Source: an optimization exercise on an open RTL-to-GDS flow (aim: small area). Production flows keep margins and buffers that such runs may drop. RTL that was checked went through simulation tests only; none was proved equivalent to the original.

==> run F: inputs <==
Design latlon_six_byte_encoder, start of the top module:
module latlon_six_byte_encoder (
  input  logic               clk,
  input  logic               rst,
  input  logic               coord_valid,
  output logic               coord_ready,
  input  logic signed [23:0] coord_lat_sixteenths,
  input  logic signed [25:0] coord_lon_sixteenths,
  output logic               result_valid,
  input  logic               result_ready,
  output logic               result_valid_res,
  output logic [47:0]        result_code
);
  logic        v;
  logic        ok_in;
  logic        pole_in;
  logic [3:0]  mq_a, p_a, sr_a;
  logic [3:0]  mq_b, p_b, sr_b;
  logic [4:0]  zt_a, zt_b;
  logic        lon_zero;
  logic [8:0]  lon_z;
  logic [8:0]  wrap;
  logic [31:0] q1, q2, q3;
  logic [7:0]  zp_a;
  logic [8:0]  zp_b;
  logic [7:0]  pz_a_in;
  logic [8:0]  pz_b_in;
  logic        ok;
  logic [7:0]  pz_a;
  logic [11:0] low_a;
  logic [3:0]  x_a;
  logic [8:0]  pz_b;
  logic [11:0] low_b;
  logic [3:0]  x_b;
  assign coord_ready  = !v || result_ready;
  assign result_valid = v;
  always_ff @(posedge clk) begin
    if (rst) begin
      v <= 1'b0;
    end else if (coord_ready) begin
      v <= coord_valid;
    end
  end
  llse_split u_split (
    .lat  (coord_lat_sixteenths),
    .ok   (ok_in),
    .pole (pole_in)
  );
  llse_prep #(.LON(0)) u_prep_a (
    .y  ({{2{coord_lat_sixteenths[23]}}, coord_lat_sixteenths[23:4]}),
    .mq (mq_a),
    .p  (p_a),
    .sr (sr_a),
    .zt (zt_a)
  );
  llse_prep #(.LON(1)) u_prep_b (
    .y  (coord_lon_sixteenths[25:4]),
    .mq (mq_b),
    .p  (p_b),
    .sr (sr_b),
    .zt (zt_b)
  );
  assign lon_z = coord_lon_sixteenths[16:8];
  always_comb begin
    if (coord_lon_sixteenths >= llse_pkg::TURN) begin
      wrap = 9'd152;               
    end else if (!coord_lon_sixteenths[25]) begin
      wrap = 9'd0;
    end else if (coord_lon_sixteenths >= llse_pkg::NEG_TURN) begin
      wrap = 9'd360;
    end else begin
      wrap = 9'd208;               
    end
  end
  assign q1   = llse_pkg::csa(16'(coord_lat_sixteenths[15:8]),
  ...
==> module llse_prep, before the edit <==
module llse_prep #(
  parameter int LON = 0
) (
  input  logic [21:0] y,           
  output logic [3:0]  mq,
  output logic [3:0]  p,
  output logic [3:0]  sr,
  output logic [4:0]  zt           
);
  logic       s;
  logic       b24;
  logic [3:0] y0, z0, z1, z2, z3;
  logic [3:0] ru;                  
  logic [3:0] rf;                  
  logic [8:0] k1, k2, k3;
  logic [8:0] f1, f2, f3;
  logic [3:0] u;
  logic [8:0] k5;
  logic       c15;
  logic       c30;
  logic [2:0] wc;
  assign s   = y[21];
  assign b24 = y[20];
  assign y0  = y[3:0];
  assign z0  = y[7:4];
  assign z1  = y[11:8];
  assign z2  = y[15:12];
  assign z3  = y[19:16];
  always_comb begin
    if (LON != 0) begin
      ru = {s, s, s & b24, s ^ b24};
      rf = {s & b24, s ^ b24, s, 1'b0};
    end else begin
      ru = {s, s, s, 1'b0};
      rf = {s, 1'b0, s, 1'b0};
    end
  end
  assign k1 = llse_pkg::csa15(z0, z1, z2);
  assign k2 = llse_pkg::csa15(k1[3:0], k1[7:4], z3);
  assign k3 = llse_pkg::csa15(k2[3:0], k2[7:4], ru);
  assign f1 = llse_pkg::csa15(z1, llse_pkg::rot1(z2), z3);
  assign f2 = llse_pkg::csa15(f1[3:0], f1[7:4], llse_pkg::rot1(z3));
  assign f3 = llse_pkg::csa15(f2[3:0], f2[7:4], {rf[3:1], k1[8]});
  assign u  = llse_pkg::add15(f3[3:0], f3[7:4]);
  assign zt  = llse_pkg::add4(k3[3:0], k3[7:4]);
  assign c30 = (&k3[3:0]) & (&k3[7:4]);
  assign c15 = zt >= 5'd15;
  assign wc  = 3'(k2[8]) + 3'(k3[8]) + 3'(c15) + 3'(c30);
  assign mq = llse_pkg::add15(u, {1'b0, wc});
  assign k5 = llse_pkg::csa15(k3[3:0], k3[7:4], y0);
  assign sr = llse_pkg::add15(k5[3:0], k5[7:4]);
  assign p = llse_pkg::sub4(sr, y0);
endmodule
clock: 7.0 ns
lec_check: 0
cap_margin: 20
core_margin: 2
core_utilization: 70
gpl_timing_driven: 0
slew_margin: 20
standard.sh (not shown) runs the stock make flow with config.mk's settings and CLKGATE_MAP_FILE= SYNTH_SCRIPT=/design/flow/synth_recipe.tcl, a recipe that flattens the netlist after the stock synthesis.
==> flow/flow/run.sh <==
#!/bin/bash
# Standard layout, but with the smallest buffer on the ports instead of the
# default delay-cell buffer. Each tool's output goes to a log file here.
set -euo pipefail
bash standard.sh "BUFFER_PORTS_ARGS=-buffer_cell sky130_fd_sc_hd__buf_1" finish > standard.log 2>&1
==> run Z (differences from run F) <==
--- a/flow/design.v
+++ b/flow/design.v
@@ -13,32 +13,10 @@
     csa15 = {m[3], rot1(m), a ^ b ^ c};
   endfunction
-  function automatic logic [4:0] cla4(input logic [3:0] g, input logic [3:0] p,
-                                      input logic cin);
-    cla4[0] = cin;
-    cla4[1] = g[0] | (p[0] & cin);
-    cla4[2] = g[1] | (p[1] & g[0]) | (p[1] & p[0] & cin);
-    cla4[3] = g[2] | (p[2] & g[1]) | (p[2] & p[1] & g[0]) | (p[2] & p[1] & p[0] & cin);
-    cla4[4] = g[3] | (p[3] & g[2]) | (p[3] & p[2] & g[1]) | (p[3] & p[2] & p[1] & g[0]) |
-              (p[3] & p[2] & p[1] & p[0] & cin);
-  endfunction
   function automatic logic [3:0] add15(input logic [3:0] a, input logic [3:0] b);
-    logic [3:0] g;
-    logic [3:0] p;
-    logic [4:0] c;
-    g     = a & b;
-    p     = a ^ b;
-    c     = cla4(g, p, 1'b0);
-    c     = cla4(g, p, c[4] | (&p));
-    add15 = ((&a) && (&b)) ? 4'd0 : p ^ c[3:0];
-  endfunction
-  function automatic logic [4:0] add4(input logic [3:0] a, input logic [3:0] b);
-    logic [4:0] c;
-    c    = cla4(a & b, a ^ b, 1'b0);
-    add4 = {c[4], (a ^ b) ^ c[3:0]};
-  endfunction
-  function automatic logic [3:0] sub4(input logic [3:0] a, input logic [3:0] b);
-    logic [4:0] c;
-    c    = cla4(a & ~b, a ^ ~b, 1'b1);
-    sub4 = (a ^ ~b) ^ c[3:0];
+    logic [4:0] t0;
+    logic [4:0] t1;
+    t0    = {1'b0, a} + {1'b0, b};
+    t1    = {1'b0, a} + {1'b0, b} + 5'd1;
+    add15 = ((&a) && (&b)) ? 4'd0 : t1[4] ? t1[3:0] : t0[3:0];
   endfunction
   function automatic logic [31:0] csa(input logic [15:0] a, input logic [15:0] b,
@@ -147,10 +125,10 @@
   logic [3:0] rf;                  
   logic [8:0] k1, k2, k3;
-  logic [8:0] f1, f2, f3;
+  logic [8:0] f1, f2, f3, f4;
   logic [3:0] u;
+  logic [3:0] v1, v2;
   logic [8:0] k5;
   logic       c15;
   logic       c30;
-  logic [2:0] wc;
   assign s   = y[21];
   assign b24 = y[20];
@@ -175,13 +153,15 @@
   assign f2 = llse_pkg::csa15(f1[3:0], f1[7:4], llse_pkg::rot1(z3));
   assign f3 = llse_pkg::csa15(f2[3:0], f2[7:4], {rf[3:1], k1[8]});
-  assign u  = llse_pkg::add15(f3[3:0], f3[7:4]);
-  assign zt  = llse_pkg::add4(k3[3:0], k3[7:4]);
+  assign f4 = llse_pkg::csa15(f3[3:0], f3[7:4], {2'b0, k2[8] & k3[8], k2[8] ^ k3[8]});
+  assign u  = llse_pkg::add15(f4[3:0], f4[7:4]);
+  assign zt  = {1'b0, k3[3:0]} + {1'b0, k3[7:4]};
   assign c30 = (&k3[3:0]) & (&k3[7:4]);
   assign c15 = zt >= 5'd15;
-  assign wc  = 3'(k2[8]) + 3'(k3[8]) + 3'(c15) + 3'(c30);
-  assign mq = llse_pkg::add15(u, {1'b0, wc});
+  assign v1 = (u == 4'd14) ? 4'd0 : u + 4'd1;
+  assign v2 = (u >= 4'd13) ? u - 4'd13 : u + 4'd2;
+  assign mq = c30 ? v2 : c15 ? v1 : u;
   assign k5 = llse_pkg::csa15(k3[3:0], k3[7:4], y0);
   assign sr = llse_pkg::add15(k5[3:0], k5[7:4]);
-  assign p = llse_pkg::sub4(sr, y0);
+  assign p = sr - y0;
 endmodule
 module llse_split (
--- a/flow/config.mk
+++ b/flow/config.mk
@@ -8,5 +8,5 @@
 export CAP_MARGIN = 20
 export CORE_MARGIN = 2
-export CORE_UTILIZATION = 70
+export CORE_UTILIZATION = 40
 export GPL_TIMING_DRIVEN = 0
 export SLEW_MARGIN = 20
==> qor summary <==
item	run F	run Z
Global routing met2 resource utilization	56.4%	28.8%
Area enclosed by the die boundary	12800 µm²	23700 µm²
Fraction of standard cell area in multi-input logic	70.2%	70.8%
Setup skew after layout	0.00922 ns	0.00420 ns
Final instance area	9350 µm²	10300 µm²
Number of distinct library cell variants in the gate-level netlist after synthesis	54	71
Met1 Routed Length	7870 µm	9590 µm
Number of buffers and inverters on the critical path	3	4
Post-synthesis sequential area ratio	18.3%	16.9%
Post-layout instance count excluding filler cells	1114	1311
Via count	6729	6792
Finished Core Util	81.1%	47.0%
Fillcell total	737	2088
Final WS setup	0.192 ns	0.164 ns
Count of plain and timing-repair buffers in the layout	123	127
Status	complete, no violations	complete, no violations
Post-synthesis adder-cell area fraction	42.3%	41.1%
Final net count	1246	1319
Synthesized net count	1125	1192
Netlist area before placement	8320 µm²	8980 µm²
Only the layout flow was run in run Z; the RTL was not checked for function there.

## port drivers added, routing unchanged
No port has a modelled driver above. Below, the same layouts with a new extraction and two added sets of constraints.
Step 1, drivers: a clkbuf_16 drives clk and a buf_2 each remaining input, both assumed.
Step 2 moves the port delays by t, midway between the first and last clock arrival at a register: inputs arrive t later, outputs are due t later. That takes back most of the time a late clock gives input paths.
Slacks: no drivers / after step 1 / after step 2; pairs: no drivers / after step 1.
| run | t (ns) | slack for setup (ns) | hold WS [ns] | cell pins on the clock port's net |
|---|---|---|---|---|
| run F | 0.340 | 0.192 / 0.208 / -0.132 | 1.054 / 1.054 / 1.054 | 1 |
| run Z | 0.324 | 0.164 / 0.176 / -0.142 | 1.032 / 1.032 / 1.032 | 1 |
With both steps, setup timing fails in run F and run Z, where it was met with ideal ports. The setup slack of run F, which loses most, moves by +0.016 ns with the drivers and by -0.324 ns with both steps.
